This design comes from an exercise in tuning for small area on the open sky130 flow, not from production work.
At most, simulation tests tie the RTL to the original design; equivalence was not proved.
No functional check of the RTL was part of runs 2 to 6.
Power figures rest on the tool's default switching activity, not on a simulated workload.

===== design/flow/run.sh =====
#!/bin/bash
# synth_recipe.tcl (not shown) runs the flow's synth.tcl, then flattens the netlist and writes it again
# the make line also repeats each setting of config.mk as NAME=value (left out here)
make -C /OpenROAD-flow-scripts/flow DESIGN_CONFIG=/design/flow/config.mk WORK_HOME=/design/flow/orfs CLKGATE_MAP_FILE= SYNTH_SCRIPT=/design/flow/synth_recipe.tcl finish

===== design/flow/constraint.sdc =====
create_clock -name core_clock -period 6.0 [get_ports {wr_clk}]
set_input_delay 1.2000 -clock core_clock [delete_from_list [all_inputs] [get_ports {wr_clk}]]
set_output_delay 1.2000 -clock core_clock [all_outputs]
set_load 0.01 [all_outputs]

===== design/flow/config.mk =====
export PLATFORM = sky130hd
export DESIGN_NAME = i2c_mem
export DESIGN_NICKNAME = i2c_mem
export VERILOG_FILES = /design/flow/design.v
export SDC_FILE = /design/flow/constraint.sdc
export NUM_CORES = 4
export LEC_CHECK = 0
export CAP_MARGIN = 20
export CORE_AREA = 10 10 290 290
export DIE_AREA = 0 0 300 300
export SLEW_MARGIN = 20
export SYNTH_HIERARCHICAL = 1

===== design/flow/design.v =====
package i2c_mem_pkg;
  localparam int DATA_W = 8;
  localparam int ADDR_W = 6;
  localparam int REGS_PER_BANK = 8;
  localparam int NUM_BANKS     = 4;
  localparam int NUM_REGS      = NUM_BANKS * REGS_PER_BANK;
  localparam int STATUS_BASE = 32;
  localparam int NUM_STATUS  = 2;
  typedef logic [DATA_W-1:0] data_t;
  typedef logic [ADDR_W-1:0] addr_t;
endpackage
`timescale 1ns/1ns
module i2c_mem_bit_nxt (
  input  logic go,
  input  logic hold,
  input  logic wd,
  input  logic q,
  input  logic init,
  input  logic laen,
  input  logic rst,
  output logic nxt
);
  logic wr_n;     
  logic init_n;   
  assign wr_n   = ~((go & wd) | (hold & q));
  assign init_n = ~(init & (laen | rst));
  assign nxt    = ~(init_n & (laen | wr_n));
endmodule
module i2c_mem_reg_bank (
  input  logic                                                    rst,
  input  logic [i2c_mem_pkg::REGS_PER_BANK-1:0]                   wr_go,
  input  logic [i2c_mem_pkg::REGS_PER_BANK-1:0]                   wr_hold,
  input  i2c_mem_pkg::data_t                                      wr_data,
  input  logic [i2c_mem_pkg::REGS_PER_BANK*i2c_mem_pkg::DATA_W-1:0] rf_init,
  input  logic [i2c_mem_pkg::REGS_PER_BANK*i2c_mem_pkg::DATA_W-1:0] rf_laen,
  input  logic [i2c_mem_pkg::REGS_PER_BANK*i2c_mem_pkg::DATA_W-1:0] rf_data,
  output logic [i2c_mem_pkg::REGS_PER_BANK*i2c_mem_pkg::DATA_W-1:0] rf_next
);
  localparam int NUM_R = i2c_mem_pkg::REGS_PER_BANK;
  localparam int DW    = i2c_mem_pkg::DATA_W;
  for (genvar r = 0; r < NUM_R; r++)
  begin : g_reg
    for (genvar b = 0; b < DW; b++)
    begin : g_bit
      i2c_mem_bit_nxt i_nxt (
        .go   (wr_go[r]),
        .hold (wr_hold[r]),
        .wd   (wr_data[b]),
        .q    (rf_data[r*DW+b]),
        .init (rf_init[r*DW+b]),
        .laen (rf_laen[r*DW+b]),
        .rst  (rst),
        .nxt  (rf_next[r*DW+b])
      );
    end
  end
endmodule
`timescale 1ns/1ns
module i2c_mem_rd_ao3 (
  input  logic [2:0] sel,
  input  logic [2:0] dat,
  output logic       y_n
);
  assign y_n = ~(|(sel & dat));
endmodule
module i2c_mem_rd_mux (
  input  i2c_mem_pkg::addr_t                                         rd_addr,
  input  logic [i2c_mem_pkg::NUM_REGS*i2c_mem_pkg::DATA_W-1:0]       regs,
  input  logic [i2c_mem_pkg::NUM_STATUS*i2c_mem_pkg::DATA_W-1:0]     status,
  output i2c_mem_pkg::data_t                                         rd_data
);
  localparam int DW  = i2c_mem_pkg::DATA_W;
  localparam int NR  = i2c_mem_pkg::NUM_REGS;
  localparam int NS  = i2c_mem_pkg::NUM_STATUS;
  localparam int NE  = NR + NS;
  localparam int NG  = (NE + 2) / 3;
  logic [3*NG*DW-1:0] src;
  logic [3*NG-1:0]    sel;
  logic [NG*DW-1:0]   grp_n;
  assign src = {{(3*NG-NE)*DW{1'b0}}, status, regs};
  always_comb
  begin
    sel = '0;
    for (int k = 0; k < NE; k++)
    begin
      if (k < NR)
        sel[k] = (rd_addr == i2c_mem_pkg::addr_t'(k));
      else
        sel[k] = (rd_addr == i2c_mem_pkg::addr_t'(i2c_mem_pkg::STATUS_BASE + k - NR));
    end
  end
  for (genvar b = 0; b < DW; b++)
  begin : g_bit
    for (genvar g = 0; g < NG; g++)
    begin : g_grp
      i2c_mem_rd_ao3 i_ao3 (
        .sel ({sel[3*g+2], sel[3*g+1], sel[3*g]}),
        .dat ({src[(3*g+2)*DW+b], src[(3*g+1)*DW+b], src[(3*g)*DW+b]}),
        .y_n (grp_n[b*NG+g])
      );
    end
    assign rd_data[b] = ~(&grp_n[b*NG +: NG]);
  end
endmodule
`timescale 1ns/1ns
module i2c_mem (
  input  logic                                                                     wr_clk,
  input  logic                                                                     rst,
  input  logic                                                                     wr_en,
  input  logic [i2c_mem_pkg::ADDR_W-1:0]                                           wr_addr,
  input  logic [i2c_mem_pkg::ADDR_W-1:0]                                           rd_addr,
  input  logic [i2c_mem_pkg::DATA_W-1:0]                                           wr_data,
  input  logic [(i2c_mem_pkg::NUM_REGS+i2c_mem_pkg::NUM_STATUS)*i2c_mem_pkg::DATA_W-1:0] rf_init,
  input  logic [i2c_mem_pkg::NUM_REGS*i2c_mem_pkg::DATA_W-1:0]                     rf_laen,
  output logic [i2c_mem_pkg::DATA_W-1:0]                                           rd_data,
  output logic [i2c_mem_pkg::NUM_REGS*i2c_mem_pkg::DATA_W-1:0]                     rf_data
);
  localparam int RPB = i2c_mem_pkg::REGS_PER_BANK;
  localparam int DW  = i2c_mem_pkg::DATA_W;
  localparam int BW  = RPB * DW;
  localparam int NB  = i2c_mem_pkg::NUM_BANKS;
  localparam int NR  = i2c_mem_pkg::NUM_REGS;
  logic [NR-1:0]    wr_hit;
  logic [NR-1:0]    wr_go;
  logic [NR-1:0]    wr_hold;
  logic [NR*DW-1:0] rf_next;
  always_comb
  begin
    for (int r = 0; r < NR; r++)
    begin
      wr_hit[r]  = wr_en && (wr_addr == i2c_mem_pkg::addr_t'(r));
      wr_go[r]   = wr_hit[r] & ~rst;
      wr_hold[r] = ~wr_hit[r] & ~rst;
    end
  end
  for (genvar g = 0; g < NB; g++)
  begin : g_bank
    i2c_mem_reg_bank i_bank (
      .rst      (rst),
      .wr_go    (wr_go[g*RPB +: RPB]),
      .wr_hold  (wr_hold[g*RPB +: RPB]),
      .wr_data  (wr_data),
      .rf_init  (rf_init[g*BW +: BW]),
      .rf_laen  (rf_laen[g*BW +: BW]),
      .rf_data  (rf_data[g*BW +: BW]),
      .rf_next  (rf_next[g*BW +: BW])
    );
  end
  always_ff @(posedge wr_clk)
    rf_data <= rf_next;
  i2c_mem_rd_mux i_rd_mux (
    .rd_addr (rd_addr),
    .regs    (rf_data),
    .status  (rf_init[i2c_mem_pkg::STATUS_BASE*DW +: i2c_mem_pkg::NUM_STATUS*DW]),
    .rd_data (rd_data)
  );
endmodule

==> summary.txt, run 1 <==
Run status
  – Status: no timing/DRC/antenna violations

CTS
  – Cts bufs inserted: 34
  – Clock latency on the worst-skew pair: 0.55 ns
  – Postcts setup bufs: 0
  – CTS Hold Bufs: 0
  – Clock root cell: clkbuf_16
  – # clock sinks: 256
  – Post-CTS Resized: 0
  – CTS clock-pin slew for the worst setup and hold paths: roughly 0.06 ns
  – CTS H-tree lvls: 2
  – Max Buffers Root-to-Sink: 3
  – CTS tree: built

Synth
  – Synth top cells by count: 256 x a22oi_1, 256 x dfxtp_1, 256 x o21ai_0, 256 x o21ai_1, 96 x a222oi_1
  – Multiplexer share of the synthesized area: 0%
  – Syn Inst Count: 1326
  – Yosys top cell area share: between 40% and 50%
  – Compound-Gate Fraction of Synth Area: 47.5%
  – Sequential share of the synthesized area: 43.4%
  – FF+latch count, synth: 256
  – Synth Area in Simple Gates: 7.99%
  – Top cells by area, synth: dfxtp_1 43%, a22oi_1 16%, o21ai_0 11%
  – Ys flop type: dfxtp_1
  – Mean Syn Cell Area: 8.90 um^2
  – Xor and xnor area share after synthesis: 0%
  – Post-synth cell types: 33
  – Synth area leader: dfxtp_1
  – Adder-cell share of the synthesized area: 0%
  – Largest family of logic cells by synthesized area: compound AO/OA/AOI/OAI gates
  – Ys Warns: 8
  – Synth async-reset ratio: 0%
  – Mapped Area: 11800 um^2
  – Post-synth EDFFs: 0

Route
  – First DRT Iteration DRCs: 1948
  – DR DRC count: 0
  – Wirelength per Cell: 33.9 um
  – Detail Route Antenna Nets: 0
  – Avg Vias per Cell: 5.12
  – First-pass DRT Iterations: 10
  – Drt total wl: 111 mm
  – DR vias: 16.8k

Floorplanning
  – Row count: 102
  – Initial core utilization: 15.2%
  – Boundary Pins: 815
  – Die ar.: around 90000 um^2
  – Die Span Y: 300 um
  – Die X: 300 um
  – Total core area: a little under 80000 um^2

STA
  – # setup viols final: 0
  – Worst Tran Pin Value: 1.23 ns
  – Pins Over Slew Limit: 0
  – Setup TNS: 0 ns
  – Min Tclk post-route: 5.53 ns
  – Normalized max-slew margin: 18.2%
  – Period Utilization, post-route: 92.2%
  – F_max: roughly 180 MHz
  – RSZ-0062 raised after global routing: no
  – Worst clock skew: 0 ns
  – Final-report hold violation count: 0

Pwr
  – Combinational share of power: 22.4%
  – Clock power frac: 39.6%
  – Total power: 5.68 mW
  – Pwr/cell area: 250 nW/um^2
  – P_sw: around 1.7 mW
  – Share of power burned in registers: 38.0%
  – Leak: ~7.8 nW
  – Worst VDD drop: 0.000161 V
  – Int Power: 3.97 mW
  – Switching Share: a little under a third

GRT
  – Initial antenna violation count: 15
  – First-pass GRT wire length: 146 mm
  – Vias in the first global route: 16.3k
  – Largest net degree at the start of global routing: 95
  – Global route overflow: 0
  – GRT Overall Usage: 23.1%

Setup path
  – CP Data Required Time: 4.80 ns
  – Top cell family by delay on the critical path: simple AND/OR/NAND/NOR gates
  – CP max-delay cell: or4b_1
  – Crit path arrival time: approximately 4.3 ns
  – Critical Path Start Type: primary input
  – CP Max Fanout: 10
  – CP Class: primary input to output pin
  – Critical Path, Cell by Cell: clkdlybuf4s50_1, or4b_1, nor2_1, a222oi_1, nand4_1, or3_1, clkdlybuf4s50_1
  – CP max stage delay: 0.70 ns
  – Most frequent cell on the critical path: clkdlybuf4s50_1
  – Crit path capture type: output pin
  – Buf+Inv Stages, Crit Path: 2

Layout
  – Fin area: between 20000 and 25000 um^2
  – Nets@finish: approximately 2.8k
  – Area Overhead vs Synth: 92.3%
  – Reg with most FFs: rf_data
  – Max reg flops: 256
  – Top flop regs: rf_data: 256 flops
  – Layout cell share with drive strength beyond 1: 5.05%

Place
  – Dpl cell area: 21500 um^2
  – Final GP Congestion: roughly 0.86
  – IO buf count: between 800 and 900
  – DP HPWL: 92.8 mm

Run
  – Max_cap viols: 0

Hold path
  – Hold Crit Class: flop to flop
==> metal layers <==
layer / vias to the layer above / wire, um / track usage, %
li1: 7391 / - / -
met1: 8339 / 46300 / 28.7
met2: 941 / 53100 / 39.4
met3: 136 / 9260 / 5.99
met4: 18 / 2670 / 5.80
met5: - / 116 / 0
==> per-module statistics from Yosys, one instance, submodules excluded, excerpt <==
module	area [um^2]	flip-flops and latches	copies in the design	cells inside
i2c_mem	5900	256	1	379
i2c_mem_rd_mux	460	0	1	83
i2c_mem_bit_nxt	17.5	0	256	3
i2c_mem_rd_ao3	10.0	0	96	1
==> per-stage QoR <==
| step | cells | utilization (%) | worst slack [ns] | hold WS (ns) |
|---|---|---|---|---|
| floorplan | 1357 | - | 2.06 | 0.579 |
| global placement | 3219 | 27.7 | 0.504 | 0.583 |
| detailed placement | 3219 | 27.7 | 0.379 | 0.579 |
| CTS | 3279 | 29.2 | 0.365 | 0.596 |
| global route | 3285 | 29.3 | 0.265 | 0.620 |
| finish | 3285 | 29.3 | 0.466 | 0.597 |
==> final timing paths <==
| path | from | to | slack, ns | cells past startpoint |
|---|---|---|---|---|
| worst max-delay path | rd_addr[0] | rd_data[5] | 0.47 | 7 |
| worst min-delay path | rf_data[241] | rf_data[241] | 0.60 | 2 |
| worst max register to register | rf_data[134] | rf_data[134] | 4.85 | 2 |
| worst min register to register | rf_data[241] | rf_data[241] | 0.60 | 2 |
==> area by class of cell <==
class,instances,area (um^2)
fillers,8355,54900
repair buffers,848,8370
multi-input cells,1075,6680
flip-flops and latches,256,5120
well taps,1040,1300
clock buffers,51,1040
clock inverters,9,175
diodes,6,15.0
==> cell families after synthesis <==
kind of cell,Yosys count
other,1
flip-flops,256
buffers and inverters,26
AND/OR/NAND/NOR,147
AO/OA/AOI/OAI,896
==> cells in the final DEF, fill, tap and decap left out, types with 32 or more instances in the layout <==
| cell | Yosys | final |
|---|---|---|
| conb_1 | 1 | 32 |
| buf_4 | 0 | 38 |
| dfxtp_1 | 256 | 256 |
| a22oi_1 | 256 | 256 |
| o21ai_1 | 256 | 256 |
| a222oi_1 | 96 | 96 |
| o21ai_0 | 256 | 256 |
| clkdlybuf4s50_1 | 0 | 800 |
| clkbuf_16 | 0 | 37 |
| nor2_1 | 54 | 54 |
==> tightest hold or removal path: stages (launching register included) <==
cell,delay (ns)
dfxtp_1,0.34
a22oi_1,0.14
o21ai_1,0.07
==> power groups by stage <==
stage / Combinational [mW] / Clock, mW / Sequential [mW]
floorplan: 0.258 / 0 / 2.06
global placement: 1.27 / 0 / 2.22
detailed placement: 1.27 / 0 / 2.20
CTS: 1.28 / 2.29 / 2.16
global route: 1.35 / 2.36 / 2.17
finish: 1.27 / 2.25 / 2.16
==> inputs of run 2 (changes only) <==
--- a/design/flow/design.v
+++ b/design/flow/design.v
@@ -73,11 +73,13 @@
   localparam int NR  = i2c_mem_pkg::NUM_REGS;
   localparam int NS  = i2c_mem_pkg::NUM_STATUS;
   localparam int NE  = NR + NS;
-  localparam int NG  = (NE + 2) / 3;
-  logic [3*NG*DW-1:0] src;
-  logic [3*NG-1:0]    sel;
-  logic [NG*DW-1:0]   grp_n;
-  assign src = {{(3*NG-NE)*DW{1'b0}}, status, regs};
+  localparam int NG  = NE / 3;            
+  localparam int NL  = NE - 3 * NG;        
+  localparam int NT  = NG + NL;            
+  logic [NE*DW-1:0] src;
+  logic [NE-1:0]    sel;
+  logic [NT*DW-1:0] grp_n;
+  assign src = {status, regs};
   always_comb
   begin
     sel = '0;
@@ -96,13 +98,34 @@
       i2c_mem_rd_ao3 i_ao3 (
         .sel ({sel[3*g+2], sel[3*g+1], sel[3*g]}),
         .dat ({src[(3*g+2)*DW+b], src[(3*g+1)*DW+b], src[(3*g)*DW+b]}),
-        .y_n (grp_n[b*NG+g])
+        .y_n (grp_n[b*NT+g])
       );
     end
-    assign rd_data[b] = ~(&grp_n[b*NG +: NG]);
+    for (genvar l = 0; l < NL; l++)
+    begin : g_left
+      assign grp_n[b*NT+NG+l] = ~(sel[3*NG+l] & src[(3*NG+l)*DW+b]);
+    end
+    assign rd_data[b] = ~(&grp_n[b*NT +: NT]);
   end
 endmodule
 `timescale 1ns/1ns
+module i2c_mem_nor2 (
+  input  logic a,
+  input  logic b,
+  output logic y
+);
+  assign y = ~(a | b);
+endmodule
+module i2c_mem_wr_sel (
+  input  logic bank_n,
+  input  logic idx_n,
+  input  logic rst,
+  output logic go,
+  output logic hold
+);
+  i2c_mem_nor2 i_go   (.a(bank_n), .b(idx_n), .y(go));
+  i2c_mem_nor2 i_hold (.a(go),     .b(rst),   .y(hold));
+endmodule
 module i2c_mem (
   input  logic                                                                     wr_clk,
   input  logic                                                                     rst,
@@ -120,18 +143,27 @@
   localparam int BW  = RPB * DW;
   localparam int NB  = i2c_mem_pkg::NUM_BANKS;
   localparam int NR  = i2c_mem_pkg::NUM_REGS;
-  logic [NR-1:0]    wr_hit;
+  logic [NB-1:0]    bank_n;    
+  logic [RPB-1:0]   idx_n;     
   logic [NR-1:0]    wr_go;
   logic [NR-1:0]    wr_hold;
   logic [NR*DW-1:0] rf_next;
   always_comb
   begin
-    for (int r = 0; r < NR; r++)
-    begin
-      wr_hit[r]  = wr_en && (wr_addr == i2c_mem_pkg::addr_t'(r));
-      wr_go[r]   = wr_hit[r] & ~rst;
-      wr_hold[r] = ~wr_hit[r] & ~rst;
-    end
+    for (int g = 0; g < NB; g++)
+      bank_n[g] = ~(wr_en & ~rst & (wr_addr[i2c_mem_pkg::ADDR_W-1:3] == 3'(g)));
+    for (int r = 0; r < RPB; r++)
+      idx_n[r] = ~(wr_addr[2:0] == 3'(r));
+  end
+  for (genvar r = 0; r < NR; r++)
+  begin : g_wr
+    i2c_mem_wr_sel i_sel (
+      .bank_n (bank_n[r / RPB]),
+      .idx_n  (idx_n[r % RPB]),
+      .rst    (rst),
+      .go     (wr_go[r]),
+      .hold   (wr_hold[r])
+    );
   end
   for (genvar g = 0; g < NB; g++)
   begin : g_bank
==> design/flow/flow/run.sh (new file) <==
#!/bin/bash
# Standard ORFS layout, with the port buffers made from the smallest buffer cell.
# Each ORFS step keeps its own log under orfs/logs/; make's output goes to flow.log.
set -o pipefail
bash standard.sh 'BUFFER_PORTS_ARGS=-buffer_cell sky130_fd_sc_hd__buf_1' finish > flow.log 2>&1
==> design/flow/standard.sh (new file) <==
#!/bin/bash
# synth_recipe.tcl (not shown) runs the flow's synth.tcl, then flattens the netlist and writes it again
# the make line also repeats each setting of config.mk as NAME=value (left out here)
make -C /OpenROAD-flow-scripts/flow DESIGN_CONFIG=/design/flow/config.mk WORK_HOME=/design/flow/orfs CLKGATE_MAP_FILE= SYNTH_SCRIPT=/design/flow/synth_recipe.tcl "${@:-finish}"
removed: design/flow/run.sh
==> run 2 against run 1 <==
Non-clock buffer count increased by 2. Still clean. Flip-flop and latch count unchanged. Worst hold slack improved by 0.0035 ns. Highest routed layer unchanged. Power decreased by 6.4%. Via count decreased by 2.8%. Utilization decreased by 7.0 points. Fmax increased by 14%. Synthesized area decreased by 4.1%. Wire length increased by 0.55%. Die area unchanged. Synthesized cell count decreased by 3.6%.
==> summary.txt, run 2 <==
Synth
  – Synth area leader: dfxtp_1
  – Mapped Area: 11300 um^2 (-4.1%)
  – Largest family of logic cells by synthesized area: compound AO/OA/AOI/OAI gates
  – Sequential share of the synthesized area: 45.3% (+1.9 points)
  – Yosys top cell area share: 45.3% (+1.9 points)
  – Xor and xnor area share after synthesis: 0% (unchanged)
  – Post-synth EDFFs: 0 (unchanged)
  – Ys Warns: 8 (unchanged)
  – Top cells by area, synth: dfxtp_1 45%, a22oi_1 17%, o21ai_0 11%
  – Ys flop type: dfxtp_1
  – Synth top cells by count: 256 x a22oi_1, 256 x dfxtp_1, 256 x o21ai_0, 256 x o21ai_1, 99 x nor2_1
  – Mean Syn Cell Area: 8.86 um^2 (-0.52%)
  – Post-synth cell types: 24 (-27%)
  – Multiplexer share of the synthesized area: 0% (unchanged)
  – Compound-Gate Fraction of Synth Area: 48.2% (+0.72 points)
  – FF+latch count, synth: 256 (unchanged)
  – Synth async-reset ratio: 0% (unchanged)
  – Syn Inst Count: 1278 (-3.6%)
  – Adder-cell share of the synthesized area: 0% (unchanged)
  – Synth Area in Simple Gates: 6.41% (-1.6 points)

GRT
  – Global route overflow: 0 (unchanged)
  – First-pass GRT wire length: 147 mm (+0.41%)
  – Initial antenna violation count: 45 (+30)
  – GRT Overall Usage: 23.5% (+0.33 points)
  – Largest net degree at the start of global routing: 69 (-27%)
  – Vias in the first global route: 16.2k (-0.63%)

Floorplanning
  – Total core area: 77600 um^2 (unchanged)
  – Initial core utilization: 14.6% (-0.63 points)
  – Boundary Pins: 815 (unchanged)
  – Die ar.: 90000 um^2 (unchanged)
  – Die X: 300 um (unchanged)
  – Row count: 102 (unchanged)
  – Die Span Y: 300 um (unchanged)

CTS
  – CTS Hold Bufs: 0 (unchanged)
  – Clock latency on the worst-skew pair: 0.54 ns (about the same)
  – Postcts setup bufs: 0 (unchanged)
  – CTS H-tree lvls: 2 (unchanged)
  – CTS tree: built
  – CTS clock-pin slew for the worst setup and hold paths: 0.05 ns (about the same)
  – Cts bufs inserted: 35 (+2.9%)
  – Max Buffers Root-to-Sink: 3 (unchanged)
  – Clock root cell: clkbuf_16
  – # clock sinks: 256 (unchanged)
  – Post-CTS Resized: 0 (unchanged)

Layout
  – Nets@finish: 2713 (-1.9%)
  – Reg with most FFs: rf_data
  – Area Overhead vs Synth: 52.3%
  – Most frequent cells in the layout: 805 x buf_1, 256 x a22oi_1, 256 x o21ai_0, 256 x o21ai_1, 256 x dfxtp_1
  – Top flop regs: rf_data: 256 flops
  – Max reg flops: 256 (unchanged)
  – Most common cell after layout, fill and taps aside: buf_1
  – Layout cell share with drive strength beyond 1: 4.89% (-0.15 points)
  – Fin area: 17200 um^2 (-24%)
  – Post-Layout Cell Count: 3240 (-1.4%)

Route
  – Drt total wl: 112 mm (+0.55%)
  – DR DRC count: 0 (unchanged)
  – Avg Vias per Cell: 5.05 (-1.5%)
  – Wirelength per Cell: 34.6 um (+1.9%)
  – Detail Route Antenna Nets: 0 (unchanged)
  – DR vias: 16.4k (-2.8%)
  – First-pass DRT Iterations: 8 (-2)
  – First DRT Iteration DRCs: 1855 (-4.8%)

Place
  – IO buf count: 814 (unchanged)
  – DP HPWL: 92.9 mm (+0.13%)
  – Dpl cell area: 15900 um^2 (-26%)
  – Dpl cells: 3164 (-1.7%)
  – Final GP Congestion: 0.900 (+4.8%)

STA
  – Normalized max-slew margin: 18.4% (+0.23 points)
  – RSZ-0062 raised after global routing: no
  – Pins Over Slew Limit: 0 (unchanged)
  – Worst Tran Pin Value: 1.22 ns (-0.00796 ns)
  – F_max: 206 MHz (+14%)
  – Period Utilization, post-route: 80.8% (-11 points)
  – Min Tclk post-route: 4.85 ns (-0.688 ns)
  – Setup TNS: 0 ns (unchanged)
  – Final-report hold violation count: 0 (unchanged)
  – # setup viols final: 0 (unchanged)
  – Worst clock skew: 0 ns (unchanged)

Setup path
  – CP Data Required Time: 4.80 ns (about the same)
  – Crit path capture type: output pin
  – CP Max Fanout: 8 (-2)
  – Critical Path Start Type: primary input
  – CP Class: primary input to output pin
  – Crit path arrival time: 3.65 ns (-0.68 ns)

Run
  – Max_cap viols: 0 (unchanged)

Hold path
  – Hold Crit Class: flop to flop

Pwr
  – Leak: 5.55 nW (-29%)
  – Worst VDD drop: 0.000193 V (+20%)
  – Pwr/cell area: 309 nW/um^2 (+23%)

Run status
  – Status: no timing/DRC/antenna violations
-- run 2: final cells by class --
class	instances	area [um^2]
clock inverter	14	239
antenna	13	32.5
timing repair buffer	850	3340
fill	8917	60400
clock buffer	48	1020
tap	1040	1300
sequential	256	5120
multi-input combinational	1019	6180
-- run 2: Yosys stat by module, one instance, submodules excluded, excerpt --
| module | flops+latches | cell area, um^2 | copies in the design |
|---|---|---|---|
| i2c_mem_rd_ao3 | 0 | 10.0 | 88 |
| i2c_mem_bit_nxt | 0 | 17.5 | 256 |
| i2c_mem_nor2 | 0 | 3.75 | 64 |
| i2c_mem | 256 | 5230 | 1 |
| i2c_mem_rd_mux | 0 | 482 | 1 |
-- run 2: power breakdown --
| group | switching (mW) | total (mW) | internal, mW |
|---|---|---|---|
| combinational | 0.533 | 0.810 | 0.278 |
| clock | 0.907 | 2.36 | 1.45 |
| sequential | 0.299 | 2.15 | 1.85 |
| total | 1.74 | 5.32 | 3.58 |
-- run 2: worst max-delay path, cell delays in order --
cell      delay, ns
buf_1          0.29
nor2_1         0.12
nand2_1        0.24
nor2_1         0.22
a222oi_1       0.40
nand4_1        0.39
a2111o_1       0.56
buf_1          0.22
-- run 2: cells by family (layout without fill, tap and decap cells) --
kind of cell           count (synthesis)  after routing
AOI/OAI and AO/OA                    864            864
DFF                                  256            256
and+or+nand+nor                      155            155
buffers and inverters                  3            912
other                                  0             13
-- run 2: metrics by stage --
stage / power [mW] / utilization, % / hold slack [ns] / setup WS, ns
after detailed placement: 3.01 / 20.5 / 0.577 / 1.13
after global placement: 3.01 / 20.5 / 0.562 / 1.17
after CTS: 5.38 / 22.2 / 0.589 / 1.13
final: 5.32 / 22.2 / 0.600 / 1.15
after global routing: 5.51 / 22.2 / 0.615 / 0.943
after floorplan: 2.29 / - / 0.579 / 2.17
-- run 2: worst paths after layout --
path	from	endpoint	slack [ns]	cells after the start
worst max-delay path	rd_addr[1]	rd_data[2]	1.15	8
worst min register to register	rf_data[198]	rf_data[198]	0.60	2
worst max register to register	rf_data[106]	rf_data[106]	4.78	2
worst min-delay path	rf_data[198]	rf_data[198]	0.60	2
-- run 2: layer usage --
layer	GRT usage, %	wire (um)	up-vias
li1	-	-	7148
met1	28.5	45900	8002
met2	40.2	53500	990
met3	6.73	9380	179
met4	5.83	3050	34
met5	0	214	-
==> inputs of run 3 (changes only) <==
==> design/flow/flow/run.sh (replaced) <==
#!/bin/bash
# Standard ORFS layout, with the port buffers made from the smallest buffer cell
# and a clock tree of small clock buffers without dummy loads.
# Each ORFS step keeps its own log under orfs/logs/; make's output goes to flow.log.
set -o pipefail
bash standard.sh \
  'BUFFER_PORTS_ARGS=-buffer_cell sky130_fd_sc_hd__buf_1' \
  'CTS_ARGS=-sink_clustering_enable -repair_clock_nets -dont_use_dummy_load -buf_list {sky130_fd_sc_hd__clkbuf_4 sky130_fd_sc_hd__clkbuf_8} -root_buf sky130_fd_sc_hd__clkbuf_8 -sink_clustering_size 20' \
  finish > flow.log 2>&1
==> run 3 against run 2 <==
Power decreased by 15%. Still clean. Fmax decreased by 1.1%. Sequential power about the same. Die area unchanged. Critical endpoint unchanged. Synthesized cell count unchanged. Combinational power about the same. Critical path depth decreased by 1. Via count about the same.
==> summary.txt, run 3 <==
CTS
  – CTS tree: built
  – CTS H-tree lvls: 2 (unchanged)
  – Max Buffers Root-to-Sink: 3 (unchanged)
  – # clock sinks: 256 (unchanged)
  – CTS clock-pin slew for the worst setup and hold paths: 0.05 ns (about the same)
  – CTS Hold Bufs: 0 (unchanged)
  – Clock latency on the worst-skew pair: 0.65 ns (+0.11 ns)
  – Postcts setup bufs: 0 (unchanged)
  – Cts bufs inserted: 52 (+49%)
  – Post-CTS Resized: 0 (unchanged)
  – Clock root cell: clkbuf_8

Layout
  – Top flop regs: rf_data: 256 flops
  – Nets@finish: 2730 (+0.63%)
  – Max reg flops: 256 (unchanged)
  – Most frequent cells in the layout: 805 x buf_1, 256 x a22oi_1, 256 x o21ai_0, 256 x o21ai_1, 256 x dfxtp_1
  – Layout cell share with drive strength beyond 1: 4.73% (-0.16 points)
  – Reg with most FFs: rf_data
  – # fillers: 8985 (+0.76%)
  – Area Overhead vs Synth: 47.6%
  – Most common cell after layout, fill and taps aside: buf_1

Run status
  – Status: no timing/DRC/antenna violations

GRT
  – First-pass GRT wire length: 146 mm (-0.16%)
  – Vias in the first global route: 16.3k (+0.66%)
  – Global route overflow: 0 (unchanged)
  – GRT Overall Usage: 23.4% (-0.034 points)
  – Largest net degree at the start of global routing: 69 (unchanged)
  – Initial antenna violation count: 47 (+4.4%)

Run
  – Max_cap viols: 0 (unchanged)

STA
  – RSZ-0062 raised after global routing: no
  – Period Utilization, post-route: 81.7% (+0.92 points)
  – Pins Over Slew Limit: 0 (unchanged)
  – Normalized max-slew margin: 19.5% (+1.1 points)
  – Final worst slack: 1.10 ns (-0.0550 ns)
  – Min Tclk post-route: 4.90 ns (+0.0550 ns)
  – Final-report hold violation count: 0 (unchanged)
  – Setup TNS: 0 ns (unchanged)
  – F_max: 204 MHz (-1.1%)
  – Worst Tran Pin Value: 1.20 ns (-0.0167 ns)
  – Worst clock skew: 0 ns (unchanged)
  – # setup viols final: 0 (unchanged)

Pwr
  – Leak: 5.31 nW (-4.3%)
  – Combinational share of power: 18.0% (+2.8 points)
  – Worst VDD drop: 0.000137 V (-29%)
  – P_sw: 1.62 mW (-6.8%)
  – Pwr/cell area: 270 nW/um^2 (-13%)
  – Switching Share: 35.9% (+3.3 points)
  – Share of power burned in registers: 47.8% (+7.3 points)
  – Clock power frac: 34.2% (-10 points)
  – Int Power: 2.89 mW (-19%)

Route
  – Avg Vias per Cell: 5.06 (+0.22%)
  – Detail Route Antenna Nets: 0 (unchanged)
  – DR vias: 16.4k (+0.037%)
  – Wirelength per Cell: 34.6 um (+0.10%)
  – First-pass DRT Iterations: 9 (+1)
  – Drt total wl: 112 mm (about the same)
  – First DRT Iteration DRCs: 1784 (-3.8%)
  – DR DRC count: 0 (unchanged)

Synth
  – Sequential share of the synthesized area: 45.3% (unchanged)
  – Ys Warns: 8 (unchanged)
  – Mapped Area: 11300 um^2 (unchanged)
  – Synth area leader: dfxtp_1
  – Synth async-reset ratio: 0% (unchanged)
  – Syn Inst Count: 1278 (unchanged)
  – FF+latch count, synth: 256 (unchanged)
  – Mean Syn Cell Area: 8.86 um^2 (unchanged)
  – Post-synth cell types: 24 (unchanged)
  – Synth top cells by count: 256 x a22oi_1, 256 x dfxtp_1, 256 x o21ai_0, 256 x o21ai_1, 99 x nor2_1
  – Top cells by area, synth: dfxtp_1 45%, a22oi_1 17%, o21ai_0 11%
  – Yosys top cell area share: 45.3% (unchanged)
  – Ys flop type: dfxtp_1
  – Post-synth EDFFs: 0 (unchanged)

Setup path
  – RR Endpoint: rf_data[106]
  – R2R cell count: 2 (unchanged)
  – CP Launch Point: rd_addr[3]
  – CP Max Fanout: 8 (unchanged)
  – Crit path capture type: output pin
  – Crit path arrival time: 3.70 ns (+0.05 ns)
  – Critical Path Start Type: primary input
  – CP Class: primary input to output pin
  – CP Data Required Time: 4.80 ns (about the same)
  – CP Capture Point: rd_data[2]
  – Register-to-register setup slack: 4.82 ns (+0.04 ns)
  – Worst R2R Start: rf_data[106]

Floorplanning
  – Boundary Pins: 815 (unchanged)
  – Row count: 102 (unchanged)
  – Die X: 300 um (unchanged)
  – Die ar.: 90000 um^2 (unchanged)
  – Initial core utilization: 14.6% (unchanged)
  – Total core area: 77600 um^2 (unchanged)
  – Die Span Y: 300 um (unchanged)

Place
  – IO buf count: 814 (unchanged)
  – Pre-CTS WS: 1.13 ns (unchanged)
  – DP HPWL: 92.9 mm (unchanged)
  – Final GP Congestion: 0.900 (unchanged)

Hold path
  – Hold Crit Class: flop to flop
[run 3: cell count changes in the layout (fill, tap and decap cells not counted), sizes merged]
cell,change
inv,-2
diode,+4
clkbuf,+4
clkinvlp,-2
clkinv,-4
bufinv,-6
[run 3: per-layer routing]
metal	GRT usage, %	share of wire, %	vias up
met5	0	0.21	-
li1	-	-	7168
met1	28.4	41	7890
met4	6.36	2.7	34
met3	6.80	8.7	192
met2	40.0	48	1075
[run 3: logic make-up (layout without fill, tap and decap cells)]
group	count (synthesis)	after routing	synth area share (%)
DFF	256	256	45.3
AOI/OAI and AO/OA	864	864	48.2
buffers and inverters	3	902	0.0995
other	0	17	0
and+or+nand+nor	155	155	6.41
[run 3: worst max-delay path: stages]
cell and delay, ns:
buf_1 0.18, nand2b_1 0.45, nor2_1 0.24, a222oi_1 0.41, nand4_1 0.43, a2111o_1 0.57
buf_1 0.20
[run 3: cell type report]
| cell class | count | area (um^2) | area share, % |
|---|---|---|---|
| Multi-Input combinational cell | 1019 | 6180 | 37.0 |
| Tap cell | 1040 | 1300 | 7.79 |
| Timing Repair Buffer | 850 | 3340 | 20.0 |
| Clock buffer | 52 | 716 | 4.28 |
| Sequential cell | 256 | 5120 | 30.7 |
| Antenna cell | 17 | 42.5 | 0.255 |
[run 3: power by group through the flow]
stage | registers (mW) | clock network, mW | logic [mW]
final | 2.15 | 1.54 | 0.813
after global routing | 2.16 | 1.63 | 0.893
after CTS | 2.16 | 1.58 | 0.818
after detailed placement | 2.19 | 0 | 0.814
after global placement | 2.20 | 0 | 0.807
after floorplan | 2.06 | 0 | 0.233
[run 3: modules after synthesis (local to each module, per instance), a selection]
module           times used  cells inside  area [um^2]
i2c_mem_nor2             64             1         3.75
i2c_mem_rd_mux            1            87          482
i2c_mem                   1           271         5230
i2c_mem_bit_nxt         256             3         17.5
i2c_mem_rd_ao3           88             1         10.0
[run 3: worst min-delay path by stage]
| stage | start | endpoint | cells after the start |
|---|---|---|---|
| finish | rf_data[174] | rf_data[174] | 2 |
| global route | rf_data[82] | rf_data[82] | 2 |
| CTS | rf_data[78] | rf_data[78] | 2 |
| detailed placement | rf_data[78] | rf_data[78] | 2 |
| global placement | rf_data[82] | rf_data[82] | 2 |
| floorplan | rf_data[0] | rf_data[0] | 2 |
[run 3: per-stage QoR]
| stage | total power [mW] | area, um^2 | instances | utilization (%) | hold WS (ns) |
|---|---|---|---|---|---|
| CTS | 4.56 | 16700 | 3216 | 21.5 | 0.590 |
| global placement | 3.01 | 15900 | 3164 | 20.5 | 0.562 |
| detailed placement | 3.01 | 15900 | 3164 | 20.5 | 0.577 |
| floorplan | 2.29 | 11300 | 1278 | - | 0.579 |
| finish | 4.51 | 16700 | 3234 | 21.5 | 0.599 |
| global route | 4.69 | 16700 | 3227 | 21.5 | 0.613 |
==> inputs of run 4 (changes only) <==
==> design/flow/flow/run.sh (replaced) <==
#!/bin/bash
# Standard ORFS layout, with the port buffers made from the smallest buffer cell
# and a clock tree of small clock buffers without dummy loads.
# Each ORFS step keeps its own log under orfs/logs/; make's output goes to flow.log.
set -o pipefail
bash standard.sh \
  'BUFFER_PORTS_ARGS=-buffer_cell sky130_fd_sc_hd__buf_1' \
  'CTS_ARGS=-sink_clustering_enable -repair_clock_nets -dont_use_dummy_load -buf_list {sky130_fd_sc_hd__clkbuf_2 sky130_fd_sc_hd__clkbuf_4} -root_buf sky130_fd_sc_hd__clkbuf_4 -sink_clustering_size 12' \
  finish > flow.log 2>&1
==> run 4 against run 3 <==
Global-route usage rose by 0.18 points. Register-to-register slack barely moved. Worst setup slack improved by 0.078 ns. Via count rose by 1.4%. Critical path depth rose by 1. Clock power fell by 9%. Wire length rose by 0.35%. Critical path type unchanged. Synthesized cell count did not move. Sequential power barely moved. Sequential share of layout area rose by 0.20 points. Largest power group unchanged. Fmax rose by 1.6%.
==> summary.txt, run 4 <==
Run status
  – Status: no timing/DRC/antenna violations

STA
  – F_max: 207 MHz (+1.6%)
  – RSZ-0062 raised after global routing: no
  – Final-report hold violation count: 0 (unchanged)
  – Worst clock skew: 0 ns (unchanged)
  – Setup TNS: 0 ns (unchanged)
  – Final worst slack: 1.18 ns (+0.0777 ns)
  – Min Tclk post-route: 4.82 ns (-0.0777 ns)
  – Normalized max-slew margin: 17.6% (-1.9 points)
  – Pins Over Slew Limit: 0 (unchanged)
  – # setup viols final: 0 (unchanged)
  – Worst Tran Pin Value: 1.23 ns (+0.0282 ns)
  – Period Utilization, post-route: 80.4% (-1.3 points)

Pwr
  – Pwr/cell area: 263 nW/um^2 (-2.6%)
  – Worst VDD drop: 0.000116 V (-16%)
  – Leak: 5.30 nW (-0.11%)
  – Total power: 4.37 mW (-3.2%)

Route
  – DR vias: 16.6k (+1.4%)
  – First DRT Iteration DRCs: 1704 (-4.5%)
  – DR DRC count: 0 (unchanged)
  – Avg Vias per Cell: 5.08 (+0.46%)
  – First-pass DRT Iterations: 12 (+3)
  – Detail Route Antenna Nets: 0 (unchanged)
  – Drt total wl: 112 mm (+0.35%)
  – Wirelength per Cell: 34.4 um (-0.57%)

Synth
  – Synth area leader: dfxtp_1
  – Yosys top cell area share: 45.3% (unchanged)
  – Top cells by area, synth: dfxtp_1 45%, a22oi_1 17%, o21ai_0 11%
  – Mapped Area: 11300 um^2 (unchanged)
  – Syn Inst Count: 1278 (unchanged)
  – Synth top cells by count: 256 x a22oi_1, 256 x dfxtp_1, 256 x o21ai_0, 256 x o21ai_1, 99 x nor2_1
  – Mean Syn Cell Area: 8.86 um^2 (unchanged)
  – Synth async-reset ratio: 0% (unchanged)
  – Post-synth cell types: 24 (unchanged)
  – Sequential share of the synthesized area: 45.3% (unchanged)
  – Post-synth EDFFs: 0 (unchanged)
  – Ys Warns: 8 (unchanged)
  – FF+latch count, synth: 256 (unchanged)
  – Ys flop type: dfxtp_1

Setup path
  – CP Data Required Time: 4.80 ns (about the same)
  – Crit path arrival time: 3.62 ns (-0.08 ns)
  – Critical Path Start Type: primary input
  – Crit path capture type: output pin
  – CP Class: primary input to output pin
  – R2R cell count: 2 (unchanged)
  – CP Max Fanout: 8 (unchanged)

CTS
  – CTS tree: built
  – CTS Hold Bufs: 0 (unchanged)
  – CTS H-tree lvls: 3 (+1)
  – Clock root cell: clkbuf_4
  – Cts bufs inserted: 80 (+54%)
  – Clock latency on the worst-skew pair: 0.82 ns (+0.17 ns)
  – Postcts setup bufs: 0 (unchanged)
  – Post-CTS Resized: 0 (unchanged)
  – # clock sinks: 256 (unchanged)
  – CTS clock-pin slew for the worst setup and hold paths: 0.06 ns (about the same)
  – Max Buffers Root-to-Sink: 3 (unchanged)

Layout
  – Area Overhead vs Synth: 46.6%
  – # fillers: 9006 (+0.23%)
  – Layout cell share with drive strength beyond 1: 5.94% (+1.2 points)
  – Max reg flops: 256 (unchanged)
  – Fin area: 16600 um^2 (-0.66%)
  – Top flop regs: rf_data: 256 flops
  – Most frequent cells in the layout: 805 x buf_1, 256 x a22oi_1, 256 x o21ai_0, 256 x o21ai_1, 256 x dfxtp_1
  – Nets@finish: 2758 (+1.0%)
  – Most common cell after layout, fill and taps aside: buf_1
  – Reg with most FFs: rf_data

Place
  – Final GP Congestion: 0.900 (unchanged)
  – Dpl cell area: 15900 um^2 (unchanged)
  – Pre-CTS WS: 1.13 ns (unchanged)
  – DP HPWL: 92.9 mm (unchanged)
  – IO buf count: 814 (unchanged)

Floorplanning
  – Total core area: 77600 um^2 (unchanged)
  – Boundary Pins: 815 (unchanged)
  – Die X: 300 um (unchanged)
  – Row count: 102 (unchanged)
  – Initial core utilization: 14.6% (unchanged)
  – Die ar.: 90000 um^2 (unchanged)
  – Die Span Y: 300 um (unchanged)

GRT
  – Initial antenna violation count: 49 (+4.3%)
  – Global route overflow: 0 (unchanged)
  – First-pass GRT wire length: 147 mm (+0.64%)
  – Vias in the first global route: 16.5k (+1.5%)
  – Largest net degree at the start of global routing: 69 (unchanged)
  – GRT Overall Usage: 23.6% (+0.18 points)

Hold path
  – Hold Crit Class: primary input to flop
  – Hold Path Depth: 2 (unchanged)

Run
  – Max_cap viols: 0 (unchanged)
run 4: final timing paths:
check	startpoint	endpoint	slack, ns
setup / recovery	rd_addr[1]	rd_data[2]	1.18
hold / removal	rf_laen[142]	rf_data[142]	0.56
setup reg to reg	rf_data[106]	rf_data[106]	4.81
hold reg to reg	rf_data[204]	rf_data[204]	0.60
run 4: final cells by class:
type                            instances  area [um^2]  share of cell area, %
Antenna cell                           19         47.5                  0.287
Timing Repair Buffer                  850         3340                   20.1
Sequential cell                       256         5120                   30.9
Clock buffer                           80          601                   3.62
Tap cell                             1040         1300                   7.84
Multi-Input combinational cell       1019         6180                   37.2
run 4: modules after synthesis, one instance, submodules excluded, a selection:
module / area (um^2) / cells inside / flip-flops and latches / times used
i2c_mem: 5230 / 271 / 256 / 1
i2c_mem_bit_nxt: 17.5 / 3 / 0 / 256
i2c_mem_nor2: 3.75 / 1 / 0 / 64
i2c_mem_rd_ao3: 10.0 / 1 / 0 / 88
i2c_mem_rd_mux: 482 / 87 / 0 / 1
run 4: kinds of logic (layout without fill, tap and decap cells):
group | Yosys count | in the layout | share of synthesized area [%]
AO/OA/AOI/OAI | 864 | 864 | 48.2
flip-flops | 256 | 256 | 45.3
other | 0 | 19 | 0
buffers and inverters | 3 | 930 | 0.0995
AND/OR/NAND/NOR | 155 | 155 | 6.41
run 4: critical path, cell delays in order:
cell      delay [ns]
buf_1           0.30
nor2_1          0.12
nand2_1         0.25
nor2_1          0.22
a222oi_1        0.41
nand4_1         0.37
a2111o_1        0.55
buf_1           0.20
run 4: metrics by stage:
step           util [%]  cells  hold WS [ns]
2_1_floorplan         -   1278         0.579
3_3_place_gp       20.5   3164         0.562
3_5_place_dp       20.5   3164         0.577
4_1_cts            21.3   3244         0.431
5_1_grt            21.4   3258         0.466
6_report           21.4   3264         0.556
run 4: where the power goes:
part	total, mW	switching, mW	leakage, nW	internal, mW
clock	1.40	0.801	0.368	0.599
sequential	2.15	0.298	2.16	1.86
combinational	0.812	0.535	2.78	0.277
run 4: routing by layer:
layer  global-route usage, %  share of wire (%)
met1                    28.5                 41
met2                    40.2                 48
met3                    7.24                8.7
met4                    6.38                2.7
met5                       0               0.21
==> inputs of run 5 (changes only) <==
--- a/design/flow/config.mk
+++ b/design/flow/config.mk
@@ -6,7 +6,7 @@
 export NUM_CORES = 4
 export LEC_CHECK = 0
 export CAP_MARGIN = 20
-export CORE_AREA = 10 10 290 290
-export DIE_AREA = 0 0 300 300
+export CORE_AREA = 4 4 166 166
+export DIE_AREA = 0 0 170 170
 export SLEW_MARGIN = 20
 export SYNTH_HIERARCHICAL = 1
==> run 5 against run 4 <==
The flow now stops in I/O pin placement (3_2_place_iop). Synthesized area unchanged. Synthesized cell count unchanged.
==> summary.txt, run 5 <==
Synth
  – Post-synth cell types: 24 (unchanged)
  – Top cells by area, synth: dfxtp_1 45%, a22oi_1 17%, o21ai_0 11%
  – Sequential share of the synthesized area: 45.3% (unchanged)
  – Post-synth EDFFs: 0 (unchanged)
  – Mean Syn Cell Area: 8.86 um^2 (unchanged)
  – Ys flop type: dfxtp_1
  – Ys Warns: 8 (unchanged)
  – Yosys top cell area share: 45.3% (unchanged)
  – Syn Inst Count: 1278 (unchanged)
  – Synth area leader: dfxtp_1
  – Synth top cells by count: 256 x a22oi_1, 256 x dfxtp_1, 256 x o21ai_0, 256 x o21ai_1, 99 x nor2_1
  – Synth async-reset ratio: 0% (unchanged)
  – FF+latch count, synth: 256 (unchanged)
  – Mapped Area: 11300 um^2 (unchanged)

Run status
  – Status: aborted with a tool error
  – Stop err: [ERROR PPL-0024] Number of IO pins (815) exceeds maximum number of available positions (608). Increase the die perimeter from 680.00um to 1108.40um.
  – Halt Stage: I/O pin placement (3_2_place_iop)

Floorplanning
  – Row count: 59 (-42%)
  – Die Span Y: 170 um (-43%)
  – Die X: 170 um (-43%)
  – Initial core utilization: 43.7% (+29 points)
## run 5: cells by family after synthesis
kind of cell           Yosys count  synth area share (%)
AO/OA/AOI/OAI                  864                  48.2
buffers and inverters            3                0.0995
flip-flops                     256                  45.3
AND/OR/NAND/NOR                155                  6.41
## run 5: Yosys stat by module (local to each module, per instance), excerpt
| module | cells | copies in the design | flops+latches |
|---|---|---|---|
| i2c_mem_nor2 | 1 | 64 | 0 |
| i2c_mem | 271 | 1 | 256 |
| i2c_mem_rd_mux | 87 | 1 | 0 |
| i2c_mem_rd_ao3 | 1 | 88 | 0 |
| i2c_mem_bit_nxt | 3 | 256 | 0 |
==> inputs of run 6 (changes only) <==
--- a/design/flow/config.mk
+++ b/design/flow/config.mk
@@ -6,7 +6,7 @@
 export NUM_CORES = 4
 export LEC_CHECK = 0
 export CAP_MARGIN = 20
-export CORE_AREA = 4 4 166 166
-export DIE_AREA = 0 0 170 170
+export CORE_AREA = 4 4 146 146
+export DIE_AREA = 0 0 150 150
 export SLEW_MARGIN = 20
 export SYNTH_HIERARCHICAL = 1
==> run 6 against run 5 <==
The run again fails in I/O pin placement (3_2_place_iop). Synthesized cell count stayed put. Synthesized area stayed put.
==> summary.txt, run 6 <==
Synth
  – Ys Warns: 8 (unchanged)
  – Post-synth cell types: 24 (unchanged)
  – Ys flop type: dfxtp_1
  – Mapped Area: 11300 um^2 (unchanged)
  – Mean Syn Cell Area: 8.86 um^2 (unchanged)
  – Synth async-reset ratio: 0% (unchanged)
  – FF+latch count, synth: 256 (unchanged)
  – Synth top cells by count: 256 x a22oi_1, 256 x dfxtp_1, 256 x o21ai_0, 256 x o21ai_1, 99 x nor2_1
  – Yosys top cell area share: 45.3% (unchanged)
  – Top cells by area, synth: dfxtp_1 45%, a22oi_1 17%, o21ai_0 11%
  – Post-synth EDFFs: 0 (unchanged)
  – Sequential share of the synthesized area: 45.3% (unchanged)
  – Synth area leader: dfxtp_1
  – Syn Inst Count: 1278 (unchanged)

Run status
  – Stop err: [ERROR PPL-0024] Number of IO pins (815) exceeds maximum number of available positions (534). Increase the die perimeter from 600.00um to 1108.40um.
  – Status: aborted with a tool error
  – Halt Stage: I/O pin placement (3_2_place_iop)

Floorplanning
  – Die Span Y: 150 um (-12%)
  – Row count: 51 (-14%)
  – Die X: 150 um (-12%)
  – Initial core utilization: 57.6% (+14 points)
## run 6: cell families after synthesis
group	after synthesis	synth area share [%]
buffers and inverters	3	0.0995
DFF	256	45.3
and+or+nand+nor	155	6.41
AOI/OAI and AO/OA	864	48.2
## run 6: Yosys stat by module (local to each module, per instance), a selection
module           copies in the design  cells  flip-flops and latches  cell area, um^2
i2c_mem                             1    271                     256             5230
i2c_mem_bit_nxt                   256      3                       0             17.5
i2c_mem_nor2                       64      1                       0             3.75
i2c_mem_rd_ao3                     88      1                       0             10.0
i2c_mem_rd_mux                      1     87                       0              482
==> inputs of run 7 (changes only) <==
--- a/design/flow/design.v
+++ b/design/flow/design.v
@@ -27,7 +27,7 @@
   assign nxt    = ~(init_n & (laen | wr_n));
 endmodule
 module i2c_mem_reg_bank (
-  input  logic                                                    rst,
+  input  logic [i2c_mem_pkg::REGS_PER_BANK-1:0]                   rst_r,
   input  logic [i2c_mem_pkg::REGS_PER_BANK-1:0]                   wr_go,
   input  logic [i2c_mem_pkg::REGS_PER_BANK-1:0]                   wr_hold,
   input  i2c_mem_pkg::data_t                                      wr_data,
@@ -49,7 +49,7 @@
         .q    (rf_data[r*DW+b]),
         .init (rf_init[r*DW+b]),
         .laen (rf_laen[r*DW+b]),
-        .rst  (rst),
+        .rst  (rst_r[r]),
         .nxt  (rf_next[r*DW+b])
       );
     end
@@ -121,10 +121,12 @@
   input  logic idx_n,
   input  logic rst,
   output logic go,
-  output logic hold
+  output logic hold,
+  output logic rst_r
 );
   i2c_mem_nor2 i_go   (.a(bank_n), .b(idx_n), .y(go));
   i2c_mem_nor2 i_hold (.a(go),     .b(rst),   .y(hold));
+  i2c_mem_nor2 i_rst  (.a(go),     .b(hold),  .y(rst_r));
 endmodule
 module i2c_mem (
   input  logic                                                                     wr_clk,
@@ -147,6 +149,7 @@
   logic [RPB-1:0]   idx_n;     
   logic [NR-1:0]    wr_go;
   logic [NR-1:0]    wr_hold;
+  logic [NR-1:0]    rst_r;
   logic [NR*DW-1:0] rf_next;
   always_comb
   begin
@@ -162,13 +165,14 @@
       .idx_n  (idx_n[r % RPB]),
       .rst    (rst),
       .go     (wr_go[r]),
-      .hold   (wr_hold[r])
+      .hold   (wr_hold[r]),
+      .rst_r  (rst_r[r])
     );
   end
   for (genvar g = 0; g < NB; g++)
   begin : g_bank
     i2c_mem_reg_bank i_bank (
-      .rst      (rst),
+      .rst_r    (rst_r[g*RPB +: RPB]),
       .wr_go    (wr_go[g*RPB +: RPB]),
       .wr_hold  (wr_hold[g*RPB +: RPB]),
       .wr_data  (wr_data),
==> design/flow/flow/run.sh (replaced) <==
#!/bin/bash
# Standard ORFS layout with three changes to how the layout is made:
#  - pins may sit on neighbouring tracks, so that the 815 ports fit a small die;
#  - the port buffers are the smallest buffer cell;
#  - the clock tree uses clkbuf_8 for clusters of up to 16 registers and no dummy loads.
# Each ORFS step keeps its own log under orfs/logs/; make's output goes to flow.log.
set -o pipefail
bash standard.sh \
  'PLACE_PINS_ARGS=-min_distance 1 -min_distance_in_tracks' \
  'BUFFER_PORTS_ARGS=-buffer_cell sky130_fd_sc_hd__buf_1' \
  'CTS_ARGS=-sink_clustering_enable -repair_clock_nets -dont_use_dummy_load -buf_list {sky130_fd_sc_hd__clkbuf_8} -root_buf sky130_fd_sc_hd__clkbuf_8 -sink_clustering_size 16 -sink_clustering_max_diameter 100' \
  finish > flow.log 2>&1
--- a/design/flow/config.mk
+++ b/design/flow/config.mk
@@ -6,7 +6,7 @@
 export NUM_CORES = 4
 export LEC_CHECK = 0
 export CAP_MARGIN = 20
-export CORE_AREA = 4 4 146 146
-export DIE_AREA = 0 0 150 150
+export CORE_AREA = 4 4 236 236
+export DIE_AREA = 0 0 240 240
 export SLEW_MARGIN = 20
 export SYNTH_HIERARCHICAL = 1
==> run 7 against run 6 <==
The run now finishes clean. Synthesized cell count is 2.5% higher. Synthesized area is 1.1% higher.
==> summary.txt, run 7 <==
Run status
  – Status: no timing/DRC/antenna violations

Setup path
  – CP Data Required Time: about 4.8 ns
  – R2R cell count: 2
  – Most frequent cell on the critical path: buf_1
  – CP Max Fanout: 8
  – CP Depth: 7
  – Critical Path Start Type: primary input
  – CP Class: primary input to output pin
  – CP max-delay cell: a222oi_1
  – Crit path arrival time: 3.45 ns
  – Crit path capture type: output pin
  – Buf+Inv Stages, Crit Path: 2
  – CP max stage delay: 0.53 ns
  – Critical Path, Cell by Cell: buf_1, nand2b_1, nor2_1, a222oi_1, nand4_1, a2111o_1, buf_1
  – Top cell family by delay on the critical path: compound AO/OA/AOI/OAI gates

GRT
  – First-pass GRT wire length: 116 mm
  – Vias in the first global route: 16.2k
  – Global route overflow: 0
  – GRT Overall Usage: 27.4%
  – Largest net degree at the start of global routing: 34
  – Initial antenna violation count: 26

Layout
  – Layout cell share with drive strength beyond 1: under 10%
  – Most frequent cells in the layout: 805 x buf_1, 256 x a22oi_1, 256 x o21ai_0, 256 x o21ai_1, 256 x dfxtp_1
  – Area of the multi-input gates: 6300 um^2
  – # fillers: 5886
  – Most common cell after layout, fill and taps aside: buf_1
  – Final core occ: 29.9%
  – Nets@finish: 2710
  – Area Overhead vs Synth: 38.4%
  – Max reg flops: roughly 260
  – Top flop regs: rf_data: 256 flops
  – Register area: 5120 um^2
  – Reg with most FFs: rf_data

Synth
  – Top cells by area, synth: dfxtp_1 45%, a22oi_1 17%, o21ai_0 11%
  – Sequential share of the synthesized area: 44.8% (-0.48 points)
  – FF+latch count, synth: 256 (unchanged)
  – Mean Syn Cell Area: 8.73 um^2 (-1.4%)
  – Ys flop type: dfxtp_1
  – Post-synth EDFFs: 0 (unchanged)
  – Mapped Area: 11400 um^2 (+1.1%)
  – Syn Inst Count: 1310 (+2.5%)
  – Synth top cells by count: 256 x a22oi_1, 256 x dfxtp_1, 256 x o21ai_0, 256 x o21ai_1, 131 x nor2_1
  – Post-synth cell types: 24 (unchanged)
  – Synth area leader: dfxtp_1
  – Synth async-reset ratio: 0% (unchanged)
  – Yosys top cell area share: 44.8% (-0.48 points)
  – Ys Warns: 8 (unchanged)

STA
  – Hold_ws: 0.585 ns
  – Pins Over Slew Limit: 0
  – # setup viols final: 0
  – Min Tclk post-route: 4.65 ns
  – RSZ-0062 raised after global routing: no
  – F_max: between 200 and 250 MHz
  – Setup TNS: 0 ns
  – Worst clock skew: 0 ns
  – Worst Tran Pin Value: around 0.96 ns
  – Normalized max-slew margin: approximately 36%
  – Final-report hold violation count: 0
  – Period Utilization, post-route: between 70% and 80%

CTS
  – Clock root cell: clkbuf_8
  – # clock sinks: about 260
  – CTS tree: built
  – Max Buffers Root-to-Sink: 3
  – CTS H-tree lvls: 1
  – Post-CTS Resized: 0
  – Cts bufs inserted: 20
  – CTS Hold Bufs: 0
  – Postcts setup bufs: 0
  – CTS clock-pin slew for the worst setup and hold paths: 0.11 ns
  – Clock latency on the worst-skew pair: 0.59 ns

Pwr
  – Pwr/cell area: 240 nW/um^2
  – Share of power burned in registers: 55.4%
  – Leak: 5.03 nW
  – Clock power frac: 23.6%
  – Worst VDD drop: 0.000112 V
  – Int Power: roughly 2.4 mW
  – Switching Share: approximately 36%
  – P_sw: 1.36 mW
  – Combinational share of power: 21.0%

Route
  – Detail Route Antenna Nets: 0
  – Avg Vias per Cell: 5.89
  – First-pass DRT Iterations: 12
  – DR DRC count: 0
  – Drt total wl: 85.5 mm
  – DR vias: between 15k and 20k
  – Wirelength per Cell: 29.7 um
  – First DRT Iteration DRCs: 1883

Place
  – Final GP Congestion: 1.02
  – IO buf count: 814
  – DP HPWL: 68.9 mm

Floorplanning
  – Die ar.: 57600 um^2
  – Total core area: 53000 um^2
  – Die Span Y: 240 um (+60%)
  – Initial core utilization: 21.6% (-36 points)
  – Boundary Pins: 815
  – Row count: 84 (+65%)
  – Die X: 240 um (+60%)

Hold path
  – Hold Path Depth: 2
  – Hold Crit Class: flop to flop

Run
  – Max_cap viols: 0
[run 7: cell types whose count changed after synthesis]
cell,change
nor2_1,+32
[run 7: power groups by stage]
stage / clock [mW] / sequential, mW / combinational, mW
6_report: 0.895 / 2.10 / 0.799
5_1_grt: 0.974 / 2.11 / 0.865
4_1_cts: 0.919 / 2.10 / 0.784
3_5_place_dp: 0 / 2.13 / 0.780
3_3_place_gp: 0 / 2.15 / 0.777
2_1_floorplan: 0 / 2.06 / 0.252
[run 7: per-layer routing]
layer	vias to the layer above	wire length, um	track usage [%]
met3	311	9600	6.72
met2	1557	36900	43.0
met1	7896	32600	33.8
li1	7174	-	-
met4	0	6450	16.9
met5	-	0	0
[run 7: final timing paths]
check,from,slack (ns),endpoint
setup reg to reg,rf_data[34],4.99,rf_data[34]
setup / recovery,rd_addr[3],1.35,rd_data[0]
hold reg to reg,rf_data[228],0.59,rf_data[228]
hold / removal,rf_data[228],0.59,rf_data[228]
[run 7: worst reg2reg max path: cells and delay by family (launching register included)]
family	cells	cell delay, ns
flip-flops	1	0.55
AO/OA/AOI/OAI	2	0.41
[run 7: area by class of cell]
type,count,share of cell area [%]
tap,688,5.44
sequential,256,32.4
antenna,30,0.474
multi-input combinational,1051,39.8
timing repair buffer,830,20.1
clock buffer,20,1.74
[run 7: logic make-up (layout without fill, tap and decap cells)]
kind of cell,count (synthesis),count (layout),share of synthesized area [%]
AOI/OAI and AO/OA,864,864,47.7
buffers and inverters,3,850,0.0985
DFF,256,256,44.8
other,0,30,0
and+or+nand+nor,187,187,7.40
[run 7: stage by stage]
stage,power (mW),instance area [um^2],setup slack (ns),std cells
2_1_floorplan,2.32,11400,2.17,1310
3_3_place_gp,2.92,15500,1.32,2825
3_5_place_dp,2.91,15500,1.36,2825
6_report,3.80,15800,1.35,2875
4_1_cts,3.80,15700,1.36,2845
5_1_grt,3.95,15800,1.23,2868
[run 7: Yosys stat by module, one instance, submodules excluded, a selection]
module	copies in the design	flops+latches	cell area [um^2]
i2c_mem	1	256	5230
i2c_mem_bit_nxt	256	0	17.5
i2c_mem_rd_mux	1	0	482
i2c_mem_nor2	96	0	3.75
i2c_mem_rd_ao3	88	0	10.0

-- port drivers added, routing unchanged --
In the flow no input, the clock included, has a driving cell. The finished layouts below were timed again as built, in two steps.
Step 1 assumes that a clkbuf_16 drives the clock port and a buf_2 every other input.
Step 2 moves the port delays by t, midway between the first and last clock arrival at a register: inputs arrive t later, outputs are due t later. That takes back most of the time a late clock gives input paths.
Three values: ideal, step 1, step 2; two values: the first two.
run	shift t [ns]	setup WS [ns]	worst setup path at the end	cell pins on the clock port's net
run 1	0.610	0.466 / 0.378 / 0.378	input to output	1
run 2	0.613	1.154 / 1.075 / 1.075	input to output	1
run 3	0.693	1.099 / 1.005 / 1.005	input to output	1
run 4	0.853	1.176 / 1.104 / 1.104	input to output	1
run 7	0.630	1.349 / 1.265 / 1.265	input to output	1
After both steps setup and hold are still met in every run listed. For run 3, which loses most, drivers alone change the setup slack by -0.094 ns; drivers and shift together by -0.094 ns.
